Background: an optimization exercise with open tools, aiming at small area. Do not read the settings as production practice.
In this exercise RTL edits were held to simulation tests only and were not proved equivalent to the original.
No activity file was given, so power comes from the tool's default toggle rates.

v30:
## avst_pkt_gen
module avst_pkt_gen #(
  parameter int          DATA_WIDTH  = 512,
  parameter int          EMPTY_WIDTH = 6,
  parameter int          LEN_WIDTH   = 16,
  parameter logic [31:0] SEED        = 32'h2022_0001
) (
  input  logic                 clk,
  input  logic                 rst_n,
  input  logic                 start_i,
  input  logic [15:0]          cfg_num_pkts_i,
  input  logic [LEN_WIDTH-1:0] cfg_len_i,
  input  logic                 cfg_rand_len_i,
  input  logic [7:0]           cfg_gap_i,
  output logic [DATA_WIDTH-1:0]  src_data,
  output logic                   src_valid,
  input  logic                   src_ready,
  output logic                   src_sop,
  output logic                   src_eop,
  output logic [EMPTY_WIDTH-1:0] src_empty,
  output logic                 busy_o,
  output logic                 done_o,
  output logic [15:0]          pkt_count_o
);
  localparam int BYTES = DATA_WIDTH / 8;
  localparam logic [31:0] LFSR_MASK = 32'h8020_0003;   
  logic        busy_q, valid_q, done_q;
  logic [31:0] lfsr_q;
  logic [15:0] num_pkts_q;
  logic [15:0] pkt_count_q;
  logic [15:0] lenm1_q;      
  logic        rand_q;
  logic [7:0]  gap_q;
  logic [9:0]  cnt_q;        
  logic [5:0]  lastb_q;      
  logic [1:0]  base_q;       
  logic        sop_q;
  logic [7:0]  prem_q;       
  logic [15:0] lenm1_d;
  logic [15:0] rem_d;        
  logic [15:0] m_d;          
  logic [15:0] pkt_inc_d;
  logic        cnt_zero, accept, load, last_pkt_d;
  function automatic logic [15:0] urem_pass(input logic [7:0]  r0,
                                            input logic [7:0]  x,
                                            input logic [15:0] dm1);
    logic [16:0] r, v, t, msk;
    logic        big;
    r = 17'(r0);
  ...
Size: roughly 2500 cells after synthesis, about 17000 um^2 of cells after synthesis.
clock: 28.0 ns
lec_check: 0
cap_margin: 20
core_margin: 2
core_utilization: 40
slew_margin: 20
standard.sh (not shown) runs the stock make flow with config.mk's settings and CLKGATE_MAP_FILE= SYNTH_SCRIPT=/design/flow/synth_recipe.tcl, a recipe that flattens the netlist after the stock synthesis.
==> flow/flow/run.sh <==
#!/bin/bash
# Own layout flow: the standard ORFS flow (standard.sh, synthesis unchanged),
# with the port buffers that global placement inserts on every input and output
# made the platform's smallest buffer (buf_1) instead of the buffer ORFS picks.
set -euo pipefail
export BUFFER_PORTS_ARGS="-buffer_cell sky130_fd_sc_hd__buf_1"
bash standard.sh finish > standard_flow.log 2>&1
No stage failed in v30, and the final checks on the layout all came back clean.
[inputs] v32 vs v30
Settings: putting GPL_TIMING_DRIVEN at 0 where nothing was set.
==> flow/flow/run.sh <==
#!/bin/bash
# Own layout flow: the standard ORFS flow (standard.sh) with these changes:
#  - ABC maps the logic with flow/abc.script (area-oriented mapping with a delay
#    target, then buffering/sizing) instead of ORFS's abc_speed.script; Yosys
#    keeps its own adder mapping (no Kogge-Stone $lcu map, no full/half adder
#    cell extraction). Everything before ABC, and so every register, is the
#    standard synthesis's.
#  - the port buffers that global placement puts on every input and output are
#    sky130_fd_sc_hd__buf_1.
# Each tool writes its full log under orfs/logs; make's output is in standard_flow.log.
set -euo pipefail
here=$(pwd)
rm -rf "$here/orfs_scripts"
cp -r "$FLOW_HOME/scripts" "$here/orfs_scripts"
cp "$here/flow/abc.script" "$here/orfs_scripts/abc_speed.script"
export SCRIPTS_DIR="$here/orfs_scripts"
export BUFFER_PORTS_ARGS="-buffer_cell sky130_fd_sc_hd__buf_1"
export SYNTH_OPERATIONS_ARGS="-nofsm"
export ADDER_MAP_FILE=""
bash standard.sh finish > standard_flow.log 2>&1
==> flow/flow/abc.script (new file) <==
strash
&get -n
&fraig -x
&put
scorr
dc2
strash
dch -f
map -D 17000
topo
buffer -c
upsize -D 17000
dnsize -D 17000
[compare] base=v30 new=v32: post-route standard cell area excluding fillers lower; die area fell 5000 um^2; logic gate share of total power fell by 25 points; via count increased about 3%; cell count up 217.
Clock power sits lower in v32 than in v30.
v32 ended up with sky130_fd_sc_hd__nor3_1 as its highest-delay cell along the critical path; v30 ended up with sky130_fd_sc_hd__or4_1.

[what the ideal ports hide]
The flow's constraints put no driver on any port. The routed layouts listed below were extracted and timed again, unchanged, in two steps. Step 1, drivers: a clkbuf_16 drives clk and a buf_2 each remaining input, both assumed. Step 2, shift: input delay + t, output delay - t, t = (earliest + latest rising clock arrival at the registers) / 2. This alone moves slack from input paths to output paths. Three values: no drivers, after step 1, after step 2; two values: the first two.
run | shift t [ns] | setup WS [ns] | worst setup path at the end | latest minus earliest clock arrival (ns) | cell pins on the clock port's net
v30 | 0.473 | 1.856 / 1.887 / 1.414 | input to register | 0.018 / 0.018 | 1
v32 | 0.486 | 2.076 / 2.080 / 1.594 | input to register | 0.010 / 0.010 | 1
After both steps setup and hold are still met in every run listed. For v32, which loses most, drivers alone change the setup slack by +0.004 ns; drivers and shift together by -0.482 ns.
